This is an optimization exercise on Yosys and OpenROAD, whose aim is small area, a short achievable clock period and few clock cycles per item, not a production implementation.
RTL that was checked went through simulation tests only; none was proved equivalent to the original.
The RTL of run 1 was laid out without a check of its function.
No activity file was given, so power comes from the tool's default toggle rates.

===== config.mk =====
export PLATFORM = sky130hd
export DESIGN_NAME = tri_setup_top
export DESIGN_NICKNAME = tri_setup_top
export VERILOG_FILES = /design/flow/design.v
export SDC_FILE = /design/flow/constraint.sdc
export NUM_CORES = 4
export LEC_CHECK = 0
export ABC_AREA = 1
export CAP_MARGIN = 20
export CORE_MARGIN = 2
export CORE_UTILIZATION = 40
export SETUP_SLACK_MARGIN = 1.1
export SLEW_MARGIN = 20

===== constraint.sdc =====
create_clock -name core_clock -period 4.5 [get_ports {clk100}]
set_input_delay 0.9000 -clock core_clock [delete_from_list [all_inputs] [get_ports {clk100}]]
set_output_delay 0.9000 -clock core_clock [all_outputs]
set_load 0.01 [all_outputs]

===== design.v =====
package tri_setup_pkg;
	localparam int COORD_W   = 12;
	localparam int ROW_W     = 10;                     
	localparam int FRAC_W    = 10;
	localparam int SLOPE_W   = 24;                     
	localparam int QUOT_BITS = 22;                     
	localparam int CNT_W     = 4;                      
	localparam int HDR_W     = 2 * COORD_W + 3 * ROW_W;
	typedef logic [COORD_W-1:0] coord_t;
	typedef logic [ROW_W-1:0] row_t;
	typedef logic [COORD_W:0] delta_t;                   
	typedef logic [SLOPE_W-1:0] slope_t;
	typedef logic [QUOT_BITS-1:0] quot_t;
	typedef logic [6*COORD_W-1:0] vtx_word_t;
	typedef logic [HDR_W-1:0] tri_hdr_t;
	typedef logic [HDR_W+3*SLOPE_W-1:0] tri_word_t;
endpackage
`timescale 1ns/10ps
module setup_sequencer (
	input  logic clk100,
	input  logic rst_n,
	input  logic next_frame,
	input  logic vtx_empty,
	input  logic tri_wait,
	input  logic div_last,       
	output logic idle,           
	output logic norm,           
	output logic run,
	output logic first,          
	output logic vtx_pop,
	output logic tri_push
);
	always_ff @(posedge clk100 or negedge rst_n)
	begin
		if (!rst_n)
		begin
			norm     <= 1'b0;
			first    <= 1'b0;
			run      <= 1'b0;
			tri_push <= 1'b0;
		end
		else if (next_frame)
		begin
			norm     <= 1'b0;
			first    <= 1'b0;
			run      <= 1'b0;
			tri_push <= 1'b0;
		end
		else
		begin
			norm     <= vtx_pop;
			first    <= norm;
			run      <= norm || (run && !div_last);
			tri_push <= run && div_last;
		end
	end
	assign idle    = !norm && !run && !tri_push;
	assign vtx_pop = idle && !vtx_empty && !tri_wait && !next_frame;
endmodule
`timescale 1ns/10ps
module vertex_sort (
	input  logic                      clk100,
	input  logic                      idle,
	input  logic                      norm,
	input  tri_setup_pkg::vtx_word_t  vtx_data,
	output logic [3*(tri_setup_pkg::COORD_W+1)-1:0] dx,   
	output logic [3*(tri_setup_pkg::COORD_W+1)-1:0] dy,
	output tri_setup_pkg::tri_hdr_t   hdr,
	output logic [2:0]                ord          
);
	localparam int W = tri_setup_pkg::COORD_W;
	tri_setup_pkg::coord_t vx [0:2];
	tri_setup_pkg::coord_t vy [0:2];
	tri_setup_pkg::row_t   vr [0:2];
	logic       a_le_b;
	logic       a_le_c;
	logic       b_le_c;
	logic [1:0] i_top;
	logic [1:0] i_mid;
	logic [1:0] i_bot;
	logic       same_row;
	tri_setup_pkg::coord_t hx [0:2];
	tri_setup_pkg::row_t   hr [0:2];
	logic [2:0]            req;                     
	always_comb
	begin
		for (int i = 0; i < 3; i++)
		begin
			vx[i] = vtx_data[(5-i)*W +: W];
			vy[i] = vtx_data[(2-i)*W +: W];
			vr[i] = vy[i][W-1:2];
		end
	end
	assign dx = {{1'b0, vx[1]} - {1'b0, vx[0]}, {1'b0, vx[2]} - {1'b0, vx[0]}, {1'b0, vx[2]} - {1'b0, vx[1]}};
	assign dy = {{1'b0, vy[1]} - {1'b0, vy[0]}, {1'b0, vy[2]} - {1'b0, vy[0]}, {1'b0, vy[2]} - {1'b0, vy[1]}};
	assign a_le_b = !dy[2*(W+1)+W];
	assign a_le_c = !dy[(W+1)+W];
	assign b_le_c = !dy[W];
	always_ff @(posedge clk100)
	begin
		if (idle)
		begin
			for (int i = 0; i < 3; i++)
			begin
				hx[i] <= vx[i];
				hr[i] <= vr[i];
			end
			req <= {vr[0] == vr[1], vr[0] == vr[2], vr[1] == vr[2]};
			ord <= {a_le_b, a_le_c, b_le_c};
		end
		else if (norm)
		begin
			hx[0] <= hx[i_top];
			hx[1] <= same_row ? hx[i_mid] : hx[i_top];
			hr[0] <= hr[i_top];
			hr[1] <= hr[i_mid];
			hr[2] <= hr[i_bot];
		end
	end
	always_comb
	begin
		case (ord)
			3'b111:  {i_top, i_mid, i_bot} = {2'd0, 2'd1, 2'd2};
			3'b110:  {i_top, i_mid, i_bot} = {2'd0, 2'd2, 2'd1};
			3'b011:  {i_top, i_mid, i_bot} = {2'd1, 2'd0, 2'd2};
			3'b100:  {i_top, i_mid, i_bot} = {2'd2, 2'd0, 2'd1};
			3'b001:  {i_top, i_mid, i_bot} = {2'd1, 2'd2, 2'd0};
			3'b000:  {i_top, i_mid, i_bot} = {2'd2, 2'd1, 2'd0};
			default: {i_top, i_mid, i_bot} = {2'd0, 2'd1, 2'd2};   
		endcase
	end
	assign same_row = req[i_bot];
	assign hdr = {hx[0], hx[1], hr[0], hr[1], hr[2]};
endmodule
`timescale 1ns/10ps
module slope_issue (
	input  tri_setup_pkg::delta_t            dx,
	input  tri_setup_pkg::delta_t            dy,
	output logic [tri_setup_pkg::COORD_W+1:0] w_init,    
	output logic [tri_setup_pkg::COORD_W-1:0] dvs,       
	output logic [3:0]                        lz_a,      
	output logic [3:0]                        lz_d,      
	output logic                              neg
);
	localparam int W = tri_setup_pkg::COORD_W;
	logic [W-1:0] a_abs;
	logic [W-1:0] d_abs;
	logic [W-1:0] a_n;
	logic [W-1:0] d_n;
	logic [3:0]   la;
	logic [3:0]   ld;
	logic [W:0]   dx_n;
	logic [W:0]   dy_n;
	assign dx_n  = -dx;
	assign dy_n  = -dy;
	assign a_abs = dx[W] ? dx_n[W-1:0] : dx[W-1:0];
	assign d_abs = dy[W] ? dy_n[W-1:0] : dy[W-1:0];
	assign neg   = dx[W] ^ dy[W];
	always_comb
	begin
		logic [W-1:0] v;
		v = a_abs;
		la[3] = v[W-1:W-8] == '0;  if (la[3]) v = v << 8;
		la[2] = v[W-1:W-4] == '0;  if (la[2]) v = v << 4;
		la[1] = v[W-1:W-2] == '0;  if (la[1]) v = v << 2;
		la[0] = !v[W-1];           if (la[0]) v = v << 1;
		a_n = v;
	end
	always_comb
	begin
		logic [W-1:0] v;
		v = d_abs;
		ld[3] = v[W-1:W-8] == '0;  if (ld[3]) v = v << 8;
		ld[2] = v[W-1:W-4] == '0;  if (ld[2]) v = v << 4;
		ld[1] = v[W-1:W-2] == '0;  if (ld[1]) v = v << 2;
		ld[0] = !v[W-1];           if (ld[0]) v = v << 1;
		d_n = v;
	end
	assign dvs = d_n;
	assign lz_a   = la;
	assign lz_d   = ld;
	assign w_init = (la[0] == ld[0]) ? {2'b00, a_n} : {1'b0, a_n, 1'b0};
endmodule
`timescale 1ns/10ps
module slope_divider (
	input  logic                               clk100,
	input  logic                               idle,
	input  logic                               norm,
	input  logic                               run,
	input  logic                               first,    
	input  tri_setup_pkg::delta_t              dx_in,
	input  tri_setup_pkg::delta_t              dy_in,
	input  logic [tri_setup_pkg::COORD_W+1:0]  w_norm,
	input  logic [tri_setup_pkg::COORD_W-1:0]  d_norm,
	input  logic [3:0]                         lza_norm,
	input  logic [3:0]                         lzd_norm,
	input  logic                               neg_norm,
	output logic [tri_setup_pkg::COORD_W+1:0]  w,        
	output logic [tri_setup_pkg::COORD_W:0]    d,        
	output logic                               neg,
	output logic                               last,     
	output logic                               step,     
	output logic [1:0]                         digit,
	output logic                               dnz       
);
	localparam int W = tri_setup_pkg::COORD_W;
	logic [W+1:0] d3;
	logic [W+2:0] r1;
	logic [W+2:0] r2;
	logic [W+2:0] r3;
	logic [W-1:0] rest;
	logic [3:0]   cnt;       
	logic [3:0]   lza;
	logic         nz;
	logic [4:0]   c;
	logic [3:0]   steps;
	logic         hold;
	logic [W+1:0] w_nx;
	logic         ge1;       
	logic         ge2;
	logic         ge3;
	assign r1 = {1'b0, w} - {3'b000, d[W-1:0]};
	assign r2 = {1'b0, w} - {2'b00, d[W-1:0], 1'b0};
	assign r3 = {1'b0, w} - {1'b0, d3};
	assign ge1   = !r1[W+2];
	assign ge2   = !r2[W+2];
	assign ge3   = !r3[W+2] && !first;
	assign digit = {ge2, ge3 || (ge1 && !ge2)};
	assign dnz   = ge1;
	assign rest  = ge3 ? r3[W-1:0] : (ge2 ? r2[W-1:0] : (ge1 ? r1[W-1:0] : w[W-1:0]));
	assign c     = 5'd11 + {1'b0, cnt} - {1'b0, lza};
	assign steps = 4'((c + 5'd1) >> 1);
	assign nz    = d[W-1] && (w[W] || w[W-1]);
	assign hold  = nz && (cnt[0] != lza[0]);
	assign last  = first ? (!nz || (!hold && steps == 4'd1)) : (cnt <= 1);
	assign step  = run && (first ? (nz && !hold) : (cnt != 0));
	assign w_nx = ({(W+2){idle}} & {dx_in[W], dx_in})
	            | ({(W+2){norm}} & w_norm)
	            | ({(W+2){step}} & {rest, 2'b00});
	always_ff @(posedge clk100)
		if (idle || norm || step)
			w <= w_nx;
	always_ff @(posedge clk100)
	begin
		if (idle)
			d <= dy_in;
		else if (norm)
		begin
			d    <= {1'b0, d_norm};
			cnt  <= lzd_norm;
			lza  <= lza_norm;
			neg  <= neg_norm;
		end
		else if (run)
		begin
			if (first)
			begin
				d3 <= {1'b0, d[W-1:0]} + {d[W-1:0], 1'b0};
				if (!nz)
					cnt <= '0;
				else if (hold)
					cnt <= steps;
				else
					cnt <= steps - 1'b1;
			end
			else if (cnt != 0)
				cnt <= cnt - 1'b1;
		end
	end
endmodule
`timescale 1ns/10ps
module slope_collect (
	input  logic                     clk100,
	input  logic                     norm,      
	input  logic [2:0]               step,      
	input  logic [5:0]               digit,     
	input  logic [2:0]               dnz,       
	input  logic [2:0]               neg,
	input  logic [2:0]               ord,
	input  tri_setup_pkg::tri_hdr_t  hdr,
	output tri_setup_pkg::tri_word_t tri_data
);
	tri_setup_pkg::quot_t  quot [0:2];       
	tri_setup_pkg::slope_t s    [0:2];
	logic [1:0] i_top;
	logic [1:0] i_mid;
	logic [1:0] i_bot;
	logic [1:0] src [0:2];
	always_comb
	begin
		case (ord)
			3'b111:  {i_top, i_mid, i_bot} = {2'd0, 2'd1, 2'd2};
			3'b110:  {i_top, i_mid, i_bot} = {2'd0, 2'd2, 2'd1};
			3'b011:  {i_top, i_mid, i_bot} = {2'd1, 2'd0, 2'd2};
			3'b100:  {i_top, i_mid, i_bot} = {2'd2, 2'd0, 2'd1};
			3'b001:  {i_top, i_mid, i_bot} = {2'd1, 2'd2, 2'd0};
			3'b000:  {i_top, i_mid, i_bot} = {2'd2, 2'd1, 2'd0};
			default: {i_top, i_mid, i_bot} = {2'd0, 2'd1, 2'd2};
		endcase
	end
	assign src[2] = i_mid;
	assign src[1] = i_bot;
	assign src[0] = i_top;
	for (genvar e = 0; e < 3; e++)
	begin : g_quot
		logic       e_step;
		logic [1:0] e_digit;
		logic       e_dnz;
		logic       e_neg;
		tri_setup_pkg::slope_t q;
		always_comb
		begin
			case (src[e])
				2'd0:    {e_step, e_digit, e_dnz, e_neg} = {step[0], digit[1:0], dnz[0], neg[0]};
				2'd1:    {e_step, e_digit, e_dnz, e_neg} = {step[1], digit[3:2], dnz[1], neg[1]};
				default: {e_step, e_digit, e_dnz, e_neg} = {step[2], digit[5:4], dnz[2], neg[2]};
			endcase
		end
		logic [11:1] low;
		logic        neg_r;              
		logic [tri_setup_pkg::SLOPE_W-1:0] below;
		always_ff @(posedge clk100)
			neg_r <= e_neg;
		always_ff @(posedge clk100)
		begin
			if (norm)
			begin
				quot[e] <= '0;
				low     <= '0;
			end
			else if (e_step)
			begin
				quot[e] <= {quot[e][tri_setup_pkg::QUOT_BITS-3:0], e_digit};
				low     <= {low[10:1], 1'b0} | {11{e_dnz}};
			end
		end
		always_comb
		begin
			below[0] = 1'b0;
			for (int i = 1; i < tri_setup_pkg::SLOPE_W; i++)
				if (i >= 2 * 11)
					below[i] = low[11];
				else if (i % 2 == 0)
					below[i] = low[i / 2];
				else if (i == 1)
					below[i] = quot[e][0];
				else
					below[i] = low[i / 2] || quot[e][i - 1];
		end
		assign q    = {{(tri_setup_pkg::SLOPE_W-tri_setup_pkg::QUOT_BITS){1'b0}}, quot[e]};
		assign s[e] = q ^ (below & {tri_setup_pkg::SLOPE_W{neg_r}});
	end
	assign tri_data = {hdr, s[2], s[1], s[0]};
endmodule
`timescale 1ns/10ps
module tri_setup_top (
	input  logic                     clk100,
	input  logic                     rst_n,
	input  logic                     next_frame,
	input  tri_setup_pkg::vtx_word_t vtx_data,
	input  logic                     vtx_empty,
	input  logic                     tri_wait,
	output logic                     vtx_pop,
	output tri_setup_pkg::tri_word_t tri_data,
	output logic                     tri_push
);
	localparam int W  = tri_setup_pkg::COORD_W;
	localparam int CW = tri_setup_pkg::CNT_W;
	logic                    idle;
	logic                    norm;
	logic                    run;
	logic                    first;
	logic [3*(W+1)-1:0]      dx;
	logic [3*(W+1)-1:0]      dy;
	tri_setup_pkg::tri_hdr_t hdr;
	logic [2:0]              ord;
	logic [W+1:0]            w    [0:2];
	logic [W:0]              d    [0:2];
	logic [2:0]              neg;
	logic [2:0]              last;
	logic [2:0]              step;
	logic [5:0]              digit;
	logic [2:0]              dnz;
	vertex_sort u_sort (
		.clk100   (clk100),
		.idle     (idle),
		.norm     (norm),
		.vtx_data (vtx_data),
		.dx       (dx),
		.dy       (dy),
		.hdr      (hdr),
		.ord      (ord)
	);
	for (genvar k = 0; k < 3; k++)
	begin : g_edge
		logic [W+1:0]  w_norm;
		logic [W-1:0]  d_norm;
		logic [3:0]    lza_norm;
		logic [3:0]    lzd_norm;
		logic          neg_norm;
		slope_issue u_issue (
			.dx     (w[k][W:0]),
			.dy     (d[k]),
			.w_init (w_norm),
			.dvs    (d_norm),
			.lz_a   (lza_norm),
			.lz_d   (lzd_norm),
			.neg    (neg_norm)
		);
		slope_divider u_div (
			.clk100   (clk100),
			.idle     (idle),
			.norm     (norm),
			.run      (run),
			.first    (first),
			.dx_in    (dx[k*(W+1) +: W+1]),
			.dy_in    (dy[k*(W+1) +: W+1]),
			.w_norm   (w_norm),
			.d_norm   (d_norm),
			.lza_norm (lza_norm),
			.lzd_norm (lzd_norm),
			.neg_norm (neg_norm),
			.w        (w[k]),
			.d        (d[k]),
			.neg      (neg[k]),
			.last     (last[k]),
			.step     (step[k]),
			.digit    (digit[2*k +: 2]),
			.dnz      (dnz[k])
		);
	end
	setup_sequencer u_seq (
		.clk100     (clk100),
		.rst_n      (rst_n),
		.next_frame (next_frame),
		.vtx_empty  (vtx_empty),
		.tri_wait   (tri_wait),
		.div_last   (&last),
		.idle       (idle),
		.norm       (norm),
		.run        (run),
		.first      (first),
		.vtx_pop    (vtx_pop),
		.tri_push   (tri_push)
	);
	slope_collect u_collect (
		.clk100   (clk100),
		.norm     (norm),
		.step     (step),
		.digit    (digit),
		.dnz      (dnz),
		.neg      (neg),
		.ord      (ord),
		.hdr      (hdr),
		.tri_data (tri_data)
	);
endmodule

===== run.sh =====
#!/bin/bash
# synth_recipe.tcl (not shown) runs the flow's synth.tcl, then flattens the netlist and writes it again
# the make line also repeats each setting of config.mk as NAME=value (left out here)
make -C /OpenROAD-flow-scripts/flow DESIGN_CONFIG=/design/flow/config.mk WORK_HOME=/design/flow/orfs CLKGATE_MAP_FILE= SYNTH_SCRIPT=/design/flow/synth_recipe.tcl finish

==> results of run 1 <==
-- worst register-to-register path: stages (launching register included) --
cell      delay (ns)
edfxtp_1        0.53
nor2_1          0.24
nor2_1          0.72
inv_1           0.37
o21ai_1         0.22
buf_4           0.27
inv_1           0.32
a21oi_1         0.20
o21ai_0         0.10
o221ai_1        0.20
-- metal layers --
metal	track usage	share of wire	up-vias	routed length [um]
met3	0.0696	0.094	187	9870
met2	0.396	0.43	1025	44900
met5	0	0.0011	-	111
met4	0.0933	0.038	18	4020
met1	0.344	0.44	13900	46000
li1	-	-	15200	-
-- cell families (layout without fill, tap and decap cells) --
group / count (synthesis) / count (layout) / synth area share
AOI/OAI and AO/OA: 992 / 993 / 0.180
xor gates and xnor gates: 206 / 206 / 0.0585
adders and majority gates: 312 / 312 / 0.132
buffers and inverters: 759 / 1078 / 0.0976
DFF: 328 / 328 / 0.286
other: 0 / 6 / 0
and+or+nand+nor: 1766 / 1767 / 0.247
-- layout make-up --
type	count	area share
timing repair buffer	368	0.0911
sequential	328	0.238
antenna	6	0.000406
inverter	628	0.0651
clock inverter	23	0.00841
multi-input combinational	3278	0.530
clock buffer	57	0.0317
tap	1030	0.0348
timing repair inverter	2	0.000406
-- state kept, by name, summed over array words and instances (netlist names), 3 cells and up --
signal / flops
u_collect.quot: 66
g_edge.u_div.d3: 42
g_edge.u_div.w: 42
g_edge.u_div.d: 39
u_sort.hx: 36
u_collect.g_quot.low: 33
u_sort.hr: 30
g_edge.u_div.cnt: 12
g_edge.u_div.lza: 12
g_edge.u_div.neg: 3
u_collect.g_quot.neg_r: 3
u_sort.ord: 3
u_sort.req: 3
-- power by group --
part	internal, mW	switching, mW
Clock	2.20	1.52
Combinational	5.98	9.26
Sequential	4.27	0.927
-- worst paths after layout --
path | startpoint | endpoint | slack (ns) | cells past startpoint
max in group asynchronous | rst_n | u_seq.norm | 3.68 | 1
max reg2reg | u_sort.ord[1] | u_sort.hx[1][4] | 1.16 | 9
max | u_sort.ord[1] | u_sort.hx[1][4] | 1.16 | 9
min in group asynchronous | rst_n | u_seq.norm | 0.57 | 1
min reg2reg | u_collect.g_quot[2].low[11] | u_collect.g_quot[2].low[11] | 0.47 | 2
min | u_collect.g_quot[2].low[11] | u_collect.g_quot[2].low[11] | 0.47 | 2
-- stage by stage --
stage	utilization	instances	hold WS, ns
floorplan	-	4363	0.445
global placement	0.445	5504	0.453
detailed placement	0.445	5504	0.459
CTS	0.468	5603	0.468
global route	0.487	5716	0.483
finish	0.487	5720	0.465
-- what timing repair did --
action                                  CTS  global route
resized for setup                        54           161
cloned                                    1             3
pin swaps                                 1            42
endpoints found under the setup margin  132           169
buffers inserted                         18           108
-- synth_stat cells (8+ instances only) --
master / n / area share
nor2_1: 276 / 0.034
inv_2: 23 / 0.0028
inv_1: 601 / 0.073
nand2_2: 46 / 0.0093
nor2_2: 18 / 0.0037
nand3b_1: 10 / 0.0024
buf_2: 9 / 0.0015
a21oi_1: 372 / 0.060
nand3_2: 9 / 0.0029
edfxtp_1: 222 / 0.22
nand2_1: 1019 / 0.12
buf_6: 8 / 0.0029
nand4_1: 49 / 0.0099
nor2_4: 13 / 0.0047
o21ai_1: 20 / 0.0032
o21ai_0: 384 / 0.062
fa_1: 21 / 0.014
buf_4: 23 / 0.0056
nor4_1: 12 / 0.0024
xor2_1: 142 / 0.040
ha_1: 291 / 0.12
nand3_1: 263 / 0.043
o21bai_1: 29 / 0.0071
clkbuf_1: 87 / 0.011
xnor2_1: 64 / 0.018
dfxtp_1: 102 / 0.066
a31oi_1: 49 / 0.0099
o211ai_1: 46 / 0.011
nor3_1: 25 / 0.0041
o22ai_1: 12 / 0.0024
or2_2: 10 / 0.0020
o221ai_1: 27 / 0.0077
==> summary.txt, run 1 <==
Floorplan
  – Die X: 282 um
  – Num rows: 101
  – # IOs: 205
  – Die height: 282 um
  – Starting Density: 0.405
  – Die area: 79,300 um^2
  – Total core area: 76,100 um^2

Critical path
  – Cell family with most CP delay: simple AND/OR/NAND/NOR gates
  – Crit-path cells: nor2_1 > nor2_1 > inv_1 > o21ai_1 > buf_4 > inv_1 > a21oi_1 > o21ai_0 > o221ai_1
  – CP arrival: 3.78 ns
  – Crit path capture type: flip-flop
  – Critical path startpoint category: flip-flop
  – Critical-path maximum fanout: 14
  – WS Path Type: reg2reg
  – Worst EP required: 4.94 ns
  – Max incr delay on CP: 0.72 ns
  – CP max-delay cell: nor2_1
  – Buf/Inv on CP: 3

Clock tree
  – Total CTS buffers: 43
  – Cts hold-fix bufs: 0
  – CTS tree: yes
  – Clock net sink count: 328
  – Root buf cell: clkbuf_16
  – Clk slew on worst S/H paths: 0.06 ns
  – Max H-tree Level: 2
  – Max Root-Sink Buffers: 3
  – Clock latency at the later pin of the worst-skew pair: 0.61 ns

Global routing
  – Initial antenna violation count: 15
  – Total global-route track usage: 0.257
  – Vias in the first global route: 27,800
  – Largest net degree at the start of global routing: 125
  – GRT overflow: 0
  – First-pass GRT wire length: 158,000 um

Power and ir drop
  – Tot Pwr: 24.1 mW
  – Power Dens Cells: 652 nW/um^2
  – VDD IR max: 0.296 mV
  – Static Leak: 17.3 nW

Routing
  – Via/cell ratio: 5.31
  – Detailed Route Iter0 Violations: 2,385
  – Total number of vias: 30,400
  – DRT antenna net count: 0
  – Drt total wl: 105,000 um
  – Pre-antenna DRT Iters: 6
  – WL/cell: 18.3 um
  – # DRC: 0

Layout
  – Register area: 8810 um^2
  – Share of cells above drive strength 1: 0.110
  – Commonest non-fill, non-tap cells in the layout: nand2_1, inv_1, o21ai_0
  – Area Growth Syn to Fin: 20.1%
  – Nets: 5,038
  – Fin area: 37,000 um^2
  – Commonest non-fill, non-tap cell in the layout: nand2_1
  – Multi-input logic area: 19,600 um^2
  – Fill cells: 7,656

STA
  – Setup WS post-layout: 1.16 ns
  – Final Hold Viols: 0
  – Worst relative slew slack: 0.339
  – Setup TNS: 0 ns
  – Max-slew violations: 0
  – Unrepaired setup endpoints after global routing: yes
  – Period minus WS final: 3.34 ns
  – Worst slew pin tran: 0.987 ns
  – Final setup viols: 0
  – Max Clk Rate: 0.299 GHz
  – Post-route clock period utilization: 0.743
  – Worst Skew: 0.0229 ns

Yosys
  – Post-synth top flop: edfxtp_1
  – FFs w/ async S/R, synth: 0.0122
  – Synth Instances: 4,363
  – Number of flops mapped to enable cells by yosys: 222
  – Yosys reg bits: 328
  – Yosys cell types: 64
  – Synth Warn #: 16
  – Sequential element share of the synthesized area: 0.286
  – Synthesized area: 30,800 um^2
  – Mean Syn Cell Area: 7.06 um^2
  – Synth Net Count: 4,752

Placement
  – Final Wtd Congestion: 0.960
  – Placed inst area: 33,800 um^2
  – Pre-CTS setup slack: 0.367 ns
  – Port bufs: 204
  – Final HPWL DP: 80,500 um

Run status
  – Run status: no timing/DRC/antenna violations

Job
  – Max Cap Violations: 0

Worst hold path
  – HP Class: reg2reg
==> run 2: changes to the inputs <==
--- a/design.v
+++ b/design.v
@@ -56,5 +56,5 @@
 	end
 	assign idle    = !norm && !run && !tri_push;
-	assign vtx_pop = idle && !vtx_empty && !tri_wait && !next_frame;
+	assign vtx_pop = idle && !vtx_empty && !tri_wait && !next_frame && rst_n;
 endmodule
 `timescale 1ns/10ps
@@ -83,4 +83,9 @@
 	tri_setup_pkg::row_t   hr [0:2];
 	logic [2:0]            req;                     
+	tri_setup_pkg::coord_t x_top;
+	tri_setup_pkg::coord_t x_right;
+	tri_setup_pkg::row_t   r_top;
+	tri_setup_pkg::row_t   r_mid;
+	tri_setup_pkg::row_t   r_bot;
 	always_comb
 	begin
@@ -111,9 +116,25 @@
 		else if (norm)
 		begin
-			hx[0] <= hx[i_top];
-			hx[1] <= same_row ? hx[i_mid] : hx[i_top];
-			hr[0] <= hr[i_top];
-			hr[1] <= hr[i_mid];
-			hr[2] <= hr[i_bot];
+			hx[0] <= x_top;
+			hx[1] <= x_right;
+			hr[0] <= r_top;
+			hr[1] <= r_mid;
+			hr[2] <= r_bot;
+		end
+	end
+	always_comb
+	begin
+		x_top   = '0;
+		x_right = '0;
+		r_top   = '0;
+		r_mid   = '0;
+		r_bot   = '0;
+		for (int i = 0; i < 3; i++)
+		begin
+			x_top   = x_top   | ({W{i_top == i}} & hx[i]);
+			x_right = x_right | ({W{same_row ? (i_mid == i) : (i_top == i)}} & hx[i]);
+			r_top   = r_top   | ({(W-2){i_top == i}} & hr[i]);
+			r_mid   = r_mid   | ({(W-2){i_mid == i}} & hr[i]);
+			r_bot   = r_bot   | ({(W-2){i_bot == i}} & hr[i]);
 		end
 	end
@@ -216,5 +237,4 @@
 	logic [3:0]   steps;
 	logic         hold;
-	logic [W+1:0] w_nx;
 	logic         ge1;       
 	logic         ge2;
@@ -235,16 +255,14 @@
 	assign last  = first ? (!nz || (!hold && steps == 4'd1)) : (cnt <= 1);
 	assign step  = run && (first ? (nz && !hold) : (cnt != 0));
-	assign w_nx = ({(W+2){idle}} & {dx_in[W], dx_in})
-	            | ({(W+2){norm}} & w_norm)
-	            | ({(W+2){step}} & {rest, 2'b00});
-	always_ff @(posedge clk100)
-		if (idle || norm || step)
-			w <= w_nx;
 	always_ff @(posedge clk100)
 	begin
 		if (idle)
+		begin
+			w <= {dx_in[W], dx_in};
 			d <= dy_in;
+		end
 		else if (norm)
 		begin
+			w    <= w_norm;
 			d    <= {1'b0, d_norm};
 			cnt  <= lzd_norm;
@@ -262,8 +280,14 @@
 					cnt <= steps;
 				else
-					cnt <= steps - 1'b1;
+				begin
+					w    <= {rest, 2'b00};
+					cnt  <= steps - 1'b1;
+				end
 			end
 			else if (cnt != 0)
-				cnt <= cnt - 1'b1;
+			begin
+				w    <= {rest, 2'b00};
+				cnt  <= cnt - 1'b1;
+			end
 		end
 	end
@@ -317,4 +341,5 @@
 			endcase
 		end
+		logic [3:0]  zeros;
 		logic [11:1] low;
 		logic        neg_r;              
@@ -327,13 +352,19 @@
 			begin
 				quot[e] <= '0;
-				low     <= '0;
+				zeros   <= 4'd11;
 			end
 			else if (e_step)
 			begin
 				quot[e] <= {quot[e][tri_setup_pkg::QUOT_BITS-3:0], e_digit};
-				low     <= {low[10:1], 1'b0} | {11{e_dnz}};
+				if (e_dnz)
+					zeros <= 4'd0;
+				else if (zeros != 4'd11)
+					zeros <= zeros + 1'b1;
 			end
 		end
 		always_comb
+			for (int k = 1; k <= 11; k++)
+				low[k] = zeros < k;
+		always_comb
 		begin
 			below[0] = 1'b0;
--- a/config.mk
+++ b/config.mk
@@ -10,4 +10,4 @@
 export CORE_MARGIN = 2
 export CORE_UTILIZATION = 40
-export SETUP_SLACK_MARGIN = 1.1
+export SETUP_SLACK_MARGIN = 1.0
 export SLEW_MARGIN = 20
==> run 2 against run 1 <==
Still clean. Setup slack got worse by 0.035 ns. Cell count fell by 4.2%. Total power is 17% lower. Synthesized area down 1.6%. Largest cell class unchanged.
==> summary.txt, run 2 <==
Yosys
  – Synth Instances: 4,257 (was 4,363)
  – Top cells by area, synth: edfxtp_1, nand2_1, ha_1, inv_1, a21oi_1 (was edfxtp_1, nand2_1, ha_1, inv_1, dfxtp_1)
  – Synth Warn #: 16 (unchanged)
  – Yosys reg bits: 307 (was 328)
  – Synthesized area: 30,300 um^2 (was 30,800 um^2)
  – Yosys cell types: 67 (was 64)
  – Cell taking the most area after synthesis: edfxtp_1 (unchanged)
  – Sequential element share of the synthesized area: 0.277 (was 0.286)
  – Commonest cells post-synth: nand2_1, inv_1, a21oi_1 (was nand2_1, inv_1, o21ai_0)
  – FFs w/ async S/R, synth: 0.0130 (was 0.0122)
  – Synth Net Count: 4,652 (was 4,752)
  – Number of flops mapped to enable cells by yosys: 222 (unchanged)
  – Mean Syn Cell Area: 7.12 um^2 (was 7.06 um^2)
  – Yosys top cell area share: 0.220 (was 0.216)
  – Most common cell in the netlist: nand2_1 (unchanged)
  – Post-synth top flop: edfxtp_1 (unchanged)

Clock tree
  – CTS tree: yes (unchanged)
  – Root buf cell: clkbuf_16 (unchanged)
  – Cts hold-fix bufs: 0 (unchanged)
  – Max Root-Sink Buffers: 3 (unchanged)
  – Clock net sink count: 307 (was 328)
  – Max H-tree Level: 2 (unchanged)
  – Clk slew on worst S/H paths: 0.06 ns (about the same)
  – Total CTS buffers: 41 (was 43)
  – Clock latency at the later pin of the worst-skew pair: 0.58 ns (was 0.61 ns)

Critical path
  – CP arrival: 3.78 ns (about the same)
  – Crit path capture type: flip-flop (unchanged)
  – Critical path startpoint category: flip-flop (unchanged)
  – Critical-path maximum fanout: 4 (was 14)
  – Worst EP required: 4.90 ns (was 4.94 ns)
  – WS Path Type: reg2reg (unchanged)

Layout
  – Area Growth Syn to Fin: 16.7% (was 20.1%)
  – Nets: 4,872 (was 5,038)
  – Fin cells: 5,478 (was 5,720)
  – Commonest non-fill, non-tap cells in the layout: nand2_1, inv_1, a21oi_1 (was nand2_1, inv_1, o21ai_0)
  – Commonest non-fill, non-tap cell in the layout: nand2_1 (unchanged)
  – Register area: 8400 um^2 (was 8810 um^2)
  – Multi-input logic area: 19,400 um^2 (was 19,600 um^2)
  – Share of cells above drive strength 1: 0.0899 (was 0.110)
  – Top Registers: u_collect.quot x66, g_edge.u_div.d3 x42, g_edge.u_div.w x42 (unchanged)
  – Largest Register: u_collect.quot (unchanged)
  – Fill cells: 7,575 (was 7,656)
  – Largest register FFs: 66 (unchanged)

Run status
  – Run status: no timing/DRC/antenna violations (unchanged)

Routing
  – Met2 routed WL: 45,500 um (was 44,900 um)
  – Detailed Route Iter0 Violations: 2,732 (was 2,385)
  – Via/cell ratio: 5.43 (was 5.31)
  – Met1 wire length: 47,700 um (was 46,000 um)
  – WL/cell: 19.1 um (was 18.3 um)
  – Top sig layer: met5 (unchanged)
  – Total number of vias: 29,800 (was 30,400)
  – # DRC: 0 (unchanged)
  – WL met3: 8570 um (was 9870 um)
  – DRT antenna net count: 0 (unchanged)
  – Pre-antenna DRT Iters: 7 (was 6)
  – Drt total wl: 105,000 um (about the same)

Global routing
  – Total global-route track usage: 0.263 (was 0.257)
  – First-pass GRT wire length: 160,000 um (was 158,000 um)
  – Vias in the first global route: 27,600 (was 27,800)
  – Largest net degree at the start of global routing: 106 (was 125)
  – Initial antenna violation count: 15 (unchanged)
  – GRT overflow: 0 (unchanged)

STA
  – Final Hold Viols: 0 (unchanged)
  – Period minus WS final: 3.38 ns (was 3.34 ns)
  – Post-route clock period utilization: 0.750 (was 0.743)
  – Max Clk Rate: 0.296 GHz (was 0.299 GHz)
  – Final setup viols: 0 (unchanged)
  – Worst slew pin tran: 0.978 ns (was 0.987 ns)
  – Worst Skew: 0.0179 ns (was 0.0229 ns)
  – Setup TNS: 0 ns (unchanged)
  – Unrepaired setup endpoints after global routing: yes (unchanged)
  – Max-slew violations: 0 (unchanged)
  – Worst relative slew slack: 0.341 (was 0.339)
  – Fin Hold WS: 0.486 ns (was 0.465 ns)

Power and ir drop
  – VDD IR max: 0.289 mV (was 0.296 mV)
  – Static Leak: 16.7 nW (was 17.3 nW)
  – Power Dens Cells: 566 nW/um^2 (was 652 nW/um^2)

Floorplan
  – # IOs: 205 (unchanged)
  – Die X: 279 um (was 282 um)
  – Num rows: 100 (was 101)
  – Die area: 78,000 um^2 (was 79,300 um^2)
  – Starting Density: 0.406 (was 0.405)
  – Total core area: 74,700 um^2 (was 76,100 um^2)
  – Die height: 279 um (was 282 um)

Placement
  – Placed cells: 5,365 (was 5,504)
  – Port bufs: 204 (unchanged)
  – Final Wtd Congestion: 0.983 (was 0.960)
  – Final HPWL DP: 82,900 um (was 80,500 um)

Job
  – Max Cap Violations: 0 (unchanged)

Worst hold path
  – HP Class: reg2reg (unchanged)
[run 2: cell count changes in the layout (fill, tap and decap cells not counted), moves of 27 or more]
cell | before | now
o21ai_0 | 370 | 285
nor2_1 | 260 | 326
buf_4 | 154 | 77
a21oi_1 | 365 | 336
a221oi_1 | 1 | 34
inv_1 | 556 | 529
[run 2: logic make-up after synthesis]
group	after synthesis	synth area share
AO/OA/AOI/OAI	914	0.176
XOR/XNOR	212	0.0617
adder cells (fa/ha/maj)	318	0.136
buffers and inverters	710	0.0931
flip-flops	307	0.277
multiplexers	2	0.000701
AND/OR/NAND/NOR	1794	0.256
[run 2: final timing paths]
| check | slack [ns] | start | end | cells after the start |
|---|---|---|---|---|
| worst min register to register | 0.49 | u_collect.quot[2][20] | u_collect.quot[2][20] | 2 |
| min in group asynchronous | 0.57 | rst_n | u_seq.first | 1 |
| worst min-delay path | 0.49 | u_collect.quot[2][20] | u_collect.quot[2][20] | 2 |
| max in group asynchronous | 3.70 | rst_n | u_seq.norm | 1 |
| worst max-delay path | 1.12 | g_edge[2].u_div.cnt[2] | u_seq.run | 9 |
| worst max register to register | 1.12 | g_edge[2].u_div.cnt[2] | u_seq.run | 9 |
[run 2: area by class of cell]
class / count / share of cell area
flip-flops and latches: 307 / 0.237
inverters: 599 / 0.0652
clock inverters: 18 / 0.00552
repair buffers: 288 / 0.0775
well taps: 969 / 0.0343
clock buffers: 53 / 0.0326
diodes: 4 / 0.000283
multi-input cells: 3240 / 0.547
[run 2: per-layer routing]
metal / global-route usage / vias up
li1: - / 14700
met1: 0.366 / 13900
met2: 0.412 / 1001
met3: 0.0497 / 167
met4: 0.0775 / 18
met5: 0 / -
[run 2: report_power, final]
part	switching (mW)	internal (mW)	total [mW]	leakage, nW
Combinational	7.33	4.66	12.0	13.1
Clock	1.33	2.03	3.36	0.666
Sequential	0.821	3.86	4.68	2.96
Total	9.49	10.5	20.0	16.7
[run 2: through the flow]
step / power (mW) / setup WS [ns] / util / cell area (um^2)
finish: 20.0 / 1.12 / 0.474 / 35400
global route: 21.6 / 0.979 / 0.474 / 35400
CTS: 19.7 / 0.912 / 0.468 / 34900
detailed placement: 16.2 / 0.519 / 0.447 / 33400
global placement: 16.1 / 0.565 / 0.447 / 33400
floorplan: 12.5 / 1.19 / - / 30300
[run 2: worst max-delay path, cell delays in order, from the launching register on]
cell	delay (ns)
edfxtp_1	0.42
inv_1	0.15
ha_1	0.29
fa_1	0.46
xor2_1	0.30
nand2_1	0.09
nor3_1	0.51
o2bb2ai_1	0.12
a221oi_1	0.70
a211oi_1	0.17
[run 2: timing repair]
| item | in CTS | in global routing |
|---|---|---|
| setup buffers | 12 | 26 |
| pin swaps | 4 | 12 |
| setup endpoints to repair | 107 | 107 |
| cloned | 0 | 0 |
| endpoints found under the hold margin | 0 | 0 |
| resized for setup | 20 | 91 |
Testbench counts of run 2, summed over its fixed seeds: cycles 8,061, items 800.
==> run 3: changes to the inputs <==
--- a/config.mk
+++ b/config.mk
@@ -10,4 +10,4 @@
 export CORE_MARGIN = 2
 export CORE_UTILIZATION = 40
-export SETUP_SLACK_MARGIN = 1.0
+export SETUP_SLACK_MARGIN = 1.2
 export SLEW_MARGIN = 20
==> run 3 against run 2 <==
Still clean on timing, DRC and antenna. Cell area increased by 3.7%. Critical path depth down 2. Clock power about the same. Non-clock buffer count up 111. Count of clock-buffer cells in the layout unchanged. Global-route usage increased by 0.072 points. Wire length is 1.8% higher. Critical path type is now reg2out.
==> summary.txt, run 3 <==
Yosys
  – Synth Net Count: 4,652 (unchanged)
  – FFs w/ async S/R, synth: 0.0130 (unchanged)
  – Yosys top cell area share: 0.220 (unchanged)
  – Number of flops mapped to enable cells by yosys: 222 (unchanged)
  – Synthesized area: 30,300 um^2 (unchanged)
  – Post-synth top flop: edfxtp_1 (unchanged)
  – Yosys reg bits: 307 (unchanged)
  – Most common cell in the netlist: nand2_1 (unchanged)
  – Synth Warn #: 16 (unchanged)
  – Synth Instances: 4,257 (unchanged)
  – Top cells by area, synth: edfxtp_1, nand2_1, ha_1, inv_1, a21oi_1 (unchanged)
  – Commonest cells post-synth: nand2_1, inv_1, a21oi_1 (unchanged)
  – Sequential element share of the synthesized area: 0.277 (unchanged)
  – Mean Syn Cell Area: 7.12 um^2 (unchanged)
  – Yosys cell types: 67 (unchanged)
  – Cell taking the most area after synthesis: edfxtp_1 (unchanged)

Critical path
  – Critical-path maximum fanout: 10 (was 4)
  – CP max-delay cell: clkdlybuf4s50_1 (was a221oi_1)
  – R2r endpoint: g_edge[1].u_div.w[6] (was u_seq.run)
  – WS Path Type: reg2out (was reg2reg)
  – CP arrival: 2.37 ns (was 3.78 ns)
  – Crit-path cells: clkinv_4 > nor2_4 > inv_1 > nor2_2 > nand2_1 > xor2_1 > clkdlybuf4s50_1 (was inv_1 > ha_1 > fa_1 > xor2_1 > nand2_1 > nor3_1 > o2bb2ai_1 > a221oi_1 > a211oi_1)
  – Slack of the worst reg-to-reg path: 1.27 ns (was 1.12 ns)
  – Max incr delay on CP: 0.55 ns (was 0.70 ns)
  – Critical path startpoint category: flip-flop (unchanged)
  – Worst R2R Path Depth: 24 (was 9)
  – Crit path capture type: output pin (was flip-flop)
  – Buf/Inv on CP: 3 (was 1)
  – R2r startpoint: g_edge[1].u_div.d[0] (was g_edge[2].u_div.cnt[2])
  – Cell family with most CP delay: buffers and inverters (was compound AO/OA/AOI/OAI gates)
  – Worst EP required: 3.60 ns (was 4.90 ns)
  – WP depth: 7 (was 9)

Routing
  – # DRC: 0 (unchanged)
  – Drt total wl: 107,000 um (was 105,000 um)
  – WL/cell: 19.1 um (about the same)
  – Detailed Route Iter0 Violations: 2,748 (was 2,732)
  – Via/cell ratio: 5.40 (was 5.43)
  – Total number of vias: 30,200 (was 29,800)
  – DRT antenna net count: 0 (unchanged)
  – Pre-antenna DRT Iters: 6 (was 7)

STA
  – Worst relative slew slack: 0.351 (was 0.341)
  – Period minus WS final: 3.27 ns (was 3.38 ns)
  – Setup TNS: 0 ns (unchanged)
  – Setup WS post-layout: 1.23 ns (was 1.12 ns)
  – Worst Skew: 0.0194 ns (was 0.0179 ns)
  – Post-route clock period utilization: 0.726 (was 0.750)
  – Max Clk Rate: 0.306 GHz (was 0.296 GHz)
  – Max-slew violations: 0 (unchanged)
  – Final Hold Viols: 0 (unchanged)
  – Unrepaired setup endpoints after global routing: yes (unchanged)
  – Final setup viols: 0 (unchanged)
  – Worst slew pin tran: 0.973 ns (was 0.978 ns)

Placement
  – Placed cells: 5,365 (unchanged)
  – Final HPWL DP: 82,500 um (was 82,900 um)
  – Final Wtd Congestion: 0.984 (was 0.983)
  – Pre-CTS setup slack: 0.503 ns (was 0.519 ns)
  – Port bufs: 204 (unchanged)

Floorplan
  – Die area: 78,000 um^2 (unchanged)
  – Num rows: 100 (unchanged)
  – Total core area: 74,700 um^2 (unchanged)
  – Die height: 279 um (unchanged)
  – Die X: 279 um (unchanged)
  – # IOs: 205 (unchanged)
  – Starting Density: 0.406 (unchanged)

Power and ir drop
  – Tot Pwr: 20.7 mW (was 20.0 mW)
  – VDD IR max: 0.239 mV (was 0.289 mV)
  – Static Leak: 17.4 nW (was 16.7 nW)
  – Power Dens Cells: 564 nW/um^2 (was 566 nW/um^2)

Clock tree
  – Clk slew on worst S/H paths: 0.06 ns (about the same)
  – CTS tree: yes (unchanged)
  – Max Root-Sink Buffers: 3 (unchanged)
  – Cts hold-fix bufs: 0 (unchanged)
  – Clock net sink count: 307 (unchanged)
  – Clock latency at the later pin of the worst-skew pair: 0.58 ns (about the same)
  – Max H-tree Level: 2 (unchanged)
  – Root buf cell: clkbuf_16 (unchanged)
  – Total CTS buffers: 40 (was 41)

Run status
  – Run status: no timing/DRC/antenna violations (unchanged)

Worst hold path
  – Hold Path End: u_collect.quot[0][15] (was u_collect.quot[2][20])
  – Hold Path Stages: 2 (unchanged)
  – HP Class: reg2reg (unchanged)
  – Hold Startpoint: u_collect.quot[0][15] (was u_collect.quot[2][20])

Layout
  – Commonest non-fill, non-tap cells in the layout: nand2_1, inv_1, a21oi_1 (unchanged)
  – Fin util: 0.491 (was 0.474)
  – Top Registers: u_collect.quot x66, g_edge.u_div.d3 x42, g_edge.u_div.w x42 (unchanged)
  – Fill cells: 7,442 (was 7,575)
  – Largest register FFs: 66 (unchanged)
  – Commonest non-fill, non-tap cell in the layout: nand2_1 (unchanged)
  – Largest Register: u_collect.quot (unchanged)
  – Fin cells: 5,587 (was 5,478)
  – Share of cells above drive strength 1: 0.134 (was 0.0899)
  – Area Growth Syn to Fin: 21.0% (was 16.7%)
  – Nets: 4,983 (was 4,872)

Job
  – Max Cap Violations: 0 (unchanged)

Global routing
  – GRT overflow: 0 (unchanged)
  – First-pass GRT wire length: 160,000 um (about the same)
  – Vias in the first global route: 27,500 (was 27,600)
  – Total global-route track usage: 0.263 (about the same)
  – Largest net degree at the start of global routing: 97 (was 106)
  – Initial antenna violation count: 14 (was 15)
[run 3: cell counts after synthesis]
No cell type changed its count.
[run 3: per-stage QoR]
stage               cell area, um^2  hold slack [ns]
global route                  36700            0.521
finish                        36700            0.488
global placement              33400            0.476
CTS                           35100            0.484
floorplan                     30300            0.458
detailed placement            33400            0.482
[run 3: worst max path at each step]
stage / startpoint / end / slack (ns)
floorplan: vtx_data[48] / g_edge[2].u_div.w[12] / 1.42
global placement: vtx_data[48] / g_edge[2].u_div.w[12] / 0.53
detailed placement: vtx_data[48] / g_edge[2].u_div.w[12] / 0.50
CTS: u_collect.g_quot[0].neg_r / tri_data[5] / 1.09
global route: u_collect.g_quot[1].neg_r / tri_data[28] / 1.06
finish: u_collect.g_quot[1].neg_r / tri_data[28] / 1.23
[run 3: final cells by class]
cell class	instances	area (um^2)	share of cell area
antenna	1	2.50	0.0000682
clock buffer	53	1140	0.0311
clock inverter	18	204	0.00556
inverter	599	2330	0.0635
multi-input combinational	3241	19800	0.540
sequential	307	8400	0.229
tap	969	1210	0.0330
timing repair buffer	399	3600	0.0981
[run 3: report_power, final]
part | switching (mW) | internal [mW] | total (mW)
Clock | 1.36 | 2.01 | 3.37
Sequential | 0.768 | 3.86 | 4.63
Combinational | 7.65 | 5.04 | 12.7
[run 3: worst register-to-register path: stages, from the launching register on]
cell and delay (ns):
edfxtp_1 0.37, buf_4 0.19, inv_1 0.07, ha_2 0.20, nand2_2 0.07, nand2_1 0.11
xor2_2 0.23, nand2_2 0.12, nor2_1 0.15, nand4_1 0.13, nand2_1 0.17, nor2_4 0.05
nand3_1 0.09, nand2_2 0.07, inv_1 0.07, nand2_2 0.08, nand2_8 0.13, inv_8 0.06
nand2_2 0.10, nand2_2 0.08, nand2_4 0.10, buf_6 0.13, nor2_1 0.04, nor2_1 0.11
nand2_1 0.06
[run 3: logic make-up after synthesis]
group | count (synthesis) | share of synthesized area
adders and majority gates | 318 | 0.136
buffers and inverters | 710 | 0.0931
and+or+nand+nor | 1794 | 0.256
muxes | 2 | 0.000701
AOI/OAI and AO/OA | 914 | 0.176
xor gates and xnor gates | 212 | 0.0617
DFF | 307 | 0.277
[run 3: timing repair]
item,4_1_cts,5_1_grt
gates cloned,0,1
pin swaps,8,53
setup buffers,29,120
endpoints found under the setup margin,154,121
gates resized for setup,82,218
[run 3: per-layer routing]
metal  wire, um  vias to the layer above  share of wire  GRT usage
li1           -                    14900              -          -
met1      47500                    14000           0.45      0.364
met2      46200                     1062           0.43      0.410
met3       9610                      184          0.090     0.0576
met4       3290                       22          0.031     0.0795
met5        138                        -         0.0013          0
==> run 4: changes to the inputs <==
--- a/config.mk
+++ b/config.mk
@@ -10,4 +10,4 @@
 export CORE_MARGIN = 2
 export CORE_UTILIZATION = 40
-export SETUP_SLACK_MARGIN = 1.2
+export SETUP_SLACK_MARGIN = 1.1
 export SLEW_MARGIN = 20
==> run 4 against run 3 <==
Still clean on timing, DRC and antenna. Combinational power is 3% lower. Synthesized cell count stayed put. Core utilization is 1.1 points lower. Non-clock buffer count is 79 lower. Flip-flop and latch count stayed put. Sequential power is 1% higher. Clock skew is 0.0017 ns higher. First-iteration DRC count is 2.3% higher. Via count is 0.60% lower. Setup slack worse by 0.035 ns. Worst hold slack worse by 0.31 ns. Sequential share of layout area is 0.50 points higher. Largest power group unchanged.
==> summary.txt, run 4 <==
Run status
  – Run status: no timing/DRC/antenna violations (unchanged)

Worst hold path
  – HP Class: in2async (was reg2reg)

Yosys
  – Yosys cell types: 67 (unchanged)
  – Yosys top cell area share: 0.220 (unchanged)
  – Mean Syn Cell Area: 7.12 um^2 (unchanged)
  – Yosys reg bits: 307 (unchanged)
  – Number of flops mapped to enable cells by yosys: 222 (unchanged)
  – Synth Instances: 4,257 (unchanged)
  – Cell taking the most area after synthesis: edfxtp_1 (unchanged)
  – Top cells by area, synth: edfxtp_1, nand2_1, ha_1, inv_1, a21oi_1 (unchanged)
  – Most common cell in the netlist: nand2_1 (unchanged)
  – Synth Warn #: 16 (unchanged)
  – Post-synth top flop: edfxtp_1 (unchanged)
  – Synthesized area: 30,300 um^2 (unchanged)
  – Synth Net Count: 4,652 (unchanged)
  – FFs w/ async S/R, synth: 0.0130 (unchanged)
  – Commonest cells post-synth: nand2_1, inv_1, a21oi_1 (unchanged)
  – Sequential element share of the synthesized area: 0.277 (unchanged)

Critical path
  – R2r startpoint: g_edge[0].u_div.w[3] (was g_edge[1].u_div.d[0])
  – R2r endpoint: g_edge[0].u_div.w[9] (was g_edge[1].u_div.w[6])
  – Worst R2R Path Depth: 14 (was 24)
  – Slack of the worst reg-to-reg path: 1.24 ns (was 1.27 ns)
  – Worst EP required: 3.60 ns (about the same)
  – Crit path to: tri_data[69] (was tri_data[28])
  – CP arrival: 2.40 ns (was 2.37 ns)
  – Critical-path maximum fanout: 9 (was 10)
  – Worst setup startpoint: u_collect.g_quot[2].neg_r (was u_collect.g_quot[1].neg_r)
  – Crit path capture type: output pin (unchanged)
  – WS Path Type: reg2out (unchanged)
  – Critical path startpoint category: flip-flop (unchanged)

Routing
  – Drt total wl: 106,000 um (was 107,000 um)
  – Detailed Route Iter0 Violations: 2,811 (was 2,748)
  – # DRC: 0 (unchanged)
  – Total number of vias: 30,000 (was 30,200)
  – DRT antenna net count: 0 (unchanged)
  – WL/cell: 19.2 um (was 19.1 um)
  – Pre-antenna DRT Iters: 6 (unchanged)
  – Via/cell ratio: 5.44 (was 5.40)

Layout
  – Top Registers: u_collect.quot x66, g_edge.u_div.d3 x42, g_edge.u_div.w x42 (unchanged)
  – Register area: 8400 um^2 (unchanged)
  – Largest register FFs: 66 (unchanged)
  – Share of cells above drive strength 1: 0.107 (was 0.134)
  – Commonest non-fill, non-tap cells in the layout: nand2_1, inv_1, a21oi_1 (unchanged)
  – Commonest non-fill, non-tap cell in the layout: nand2_1 (unchanged)
  – Fin area: 35,900 um^2 (was 36,700 um^2)
  – Fin util: 0.481 (was 0.491)
  – Multi-input logic area: 19,600 um^2 (was 19,800 um^2)
  – Largest Register: u_collect.quot (unchanged)
  – Nets: 4,906 (was 4,983)
  – Area Growth Syn to Fin: 18.4% (was 21.0%)
  – Fill cells: 7,565 (was 7,442)

STA
  – Final Hold Viols: 0 (unchanged)
  – Setup TNS: 0 ns (unchanged)
  – Max Clk Rate: 0.303 GHz (was 0.306 GHz)
  – Unrepaired setup endpoints after global routing: yes (unchanged)
  – Final setup viols: 0 (unchanged)
  – Worst relative slew slack: 0.403 (was 0.351)
  – Fin Hold WS: 0.180 ns (was 0.488 ns)
  – Max-slew violations: 0 (unchanged)
  – Period minus WS final: 3.30 ns (was 3.27 ns)
  – Worst slew pin tran: 0.894 ns (was 0.973 ns)
  – Setup WS post-layout: 1.20 ns (was 1.23 ns)
  – Post-route clock period utilization: 0.733 (was 0.726)
  – Worst Skew: 0.0211 ns (was 0.0194 ns)

Placement
  – Final Wtd Congestion: 0.983 (was 0.984)
  – Pre-CTS setup slack: 0.519 ns (was 0.503 ns)
  – Port bufs: 204 (unchanged)
  – Placed inst area: 33,400 um^2 (unchanged)
  – Final HPWL DP: 82,900 um (was 82,500 um)

Clock tree
  – Clk slew on worst S/H paths: 0.06 ns (about the same)
  – Max H-tree Level: 2 (unchanged)
  – Clock latency at the later pin of the worst-skew pair: 0.58 ns (about the same)
  – Root buf cell: clkbuf_16 (unchanged)
  – Max Root-Sink Buffers: 3 (unchanged)
  – Clock net sink count: 307 (unchanged)
  – Cts hold-fix bufs: 0 (unchanged)
  – CTS tree: yes (unchanged)
  – Total CTS buffers: 41 (was 40)

Power and ir drop
  – Switching Fraction: 0.474 (was 0.473)
  – Flop pwr share: 0.231 (was 0.224)
  – Pint: 10.7 mW (was 10.9 mW)
  – Psw: 9.63 mW (was 9.78 mW)
  – Combinational share of power: 0.604 (was 0.613)
  – VDD IR max: 0.289 mV (was 0.239 mV)
  – Clk pwr share: 0.166 (was 0.163)
  – Power Dens Cells: 566 nW/um^2 (was 564 nW/um^2)
  – Static Leak: 17.0 nW (was 17.4 nW)

Global routing
  – Total global-route track usage: 0.263 (about the same)
  – First-pass GRT wire length: 160,000 um (about the same)
  – Vias in the first global route: 27,700 (was 27,500)
  – Initial antenna violation count: 16 (was 14)
  – GRT overflow: 0 (unchanged)
  – Largest net degree at the start of global routing: 106 (was 97)

Floorplan
  – Total core area: 74,700 um^2 (unchanged)
  – Num rows: 100 (unchanged)
  – # IOs: 205 (unchanged)
  – Starting Density: 0.406 (unchanged)
  – Die X: 279 um (unchanged)
  – Die area: 78,000 um^2 (unchanged)
  – Die height: 279 um (unchanged)

Job
  – Max Cap Violations: 0 (unchanged)
## run 4: layout make-up
| type | instances | area share |
|---|---|---|
| antenna | 6 | 0.000418 |
| tap | 969 | 0.0338 |
| timing repair buffer | 320 | 0.0846 |
| clock inverter | 18 | 0.00543 |
| clock buffer | 53 | 0.0321 |
| sequential | 307 | 0.234 |
| inverter | 599 | 0.0649 |
| multi-input combinational | 3242 | 0.545 |
## run 4: power groups by stage
| stage | Combinational [mW] | Clock (mW) | Sequential, mW |
|---|---|---|---|
| 6_report | 12.3 | 3.36 | 4.69 |
| 5_1_grt | 13.6 | 3.52 | 4.76 |
| 4_1_cts | 11.7 | 3.42 | 4.67 |
| 3_5_place_dp | 11.5 | 0 | 4.73 |
| 3_3_place_gp | 11.4 | 0 | 4.72 |
| 2_1_floorplan | 8.12 | 0 | 4.39 |
## run 4: layer usage
layer,routed length (um),GRT usage,up-vias
met5,98,0,-
met4,3350,0.0760,16
met3,8940,0.0489,186
met2,45800,0.414,1133
met1,47800,0.367,13900
li1,-,-,14800
## run 4: per-stage QoR
stage / power (mW) / std cells
global placement: 16.1 / 5365
CTS: 19.8 / 5453
finish: 20.3 / 5514
floorplan: 12.5 / 4257
detailed placement: 16.2 / 5365
global route: 21.9 / 5508
## run 4: critical path, stage by stage, from the launching register on
cell and delay, ns:
dfxtp_4 0.38, clkinv_4 0.10, nor2_4 0.05, buf_4 0.15
buf_4 0.14, a31oi_2 0.20, o21ai_0 0.14, xor2_1 0.14
clkdlybuf4s50_1 0.55
## run 4: kinds of logic after synthesis
| group | share of synthesized area |
|---|---|
| AND/OR/NAND/NOR | 0.256 |
| AO/OA/AOI/OAI | 0.176 |
| buffers and inverters | 0.0931 |
| adder cells (fa/ha/maj) | 0.136 |
| flip-flops | 0.277 |
| XOR/XNOR | 0.0617 |
| multiplexers | 0.000701 |
## run 4: worst min-delay path by stage
stage,from,endpoint,slack [ns],cells after the start
after floorplan,u_collect.quot[0][1],u_collect.quot[0][3],0.46,2
after global placement,u_collect.quot[2][20],u_collect.quot[2][20],0.47,2
after detailed placement,u_collect.quot[2][20],u_collect.quot[2][20],0.48,2
after CTS,u_collect.quot[2][20],u_collect.quot[2][20],0.49,2
after global routing,rst_n,u_seq.tri_push,0.18,1
final,rst_n,u_seq.first,0.18,1
## run 4: what timing repair did
action / CTS / global route
buffers inserted: 17 / 53
pin swaps: 6 / 33
setup endpoints to repair: 150 / 119
gates resized for setup: 42 / 162
hold endpoints to repair: 0 / 0
gates cloned: 0 / 2

[re-timing with driven ports]
No port has a modelled driver above. Below, the same layouts with a new extraction and two added sets of constraints. Step 1, drivers: a clkbuf_16 drives clk100 and a buf_2 each remaining input, both assumed. Step 2 times the ports against the registers' clock, not the clock port: input delays grow and output delays shrink by t, the midpoint of the rising clock arrivals with the driver on. a / b / c = no drivers / after step 1 / after step 2; a / b = the first two.
run	shift t [ns]	setup WS [ns]	clock arrival spread, ns	worst register clock-pin slew, ns	worst slew at a driven data input, ns
run 1	0.670	1.158 / 1.158 / 0.548	0.024 / 0.024	0.07 / 0.07	0.16
run 2	0.633	1.124 / 1.092 / 0.569	0.019 / 0.018	0.06 / 0.06	0.12
run 3	0.640	1.235 / 1.164 / 0.714	0.020 / 0.020	0.06 / 0.06	0.12
run 4	0.633	1.199 / 1.133 / 0.691	0.022 / 0.021	0.06 / 0.06	0.13
After both steps setup and hold are still met in every run listed. For run 1, which loses most, drivers alone change the setup slack by 0.000 ns; drivers and shift together by -0.610 ns.
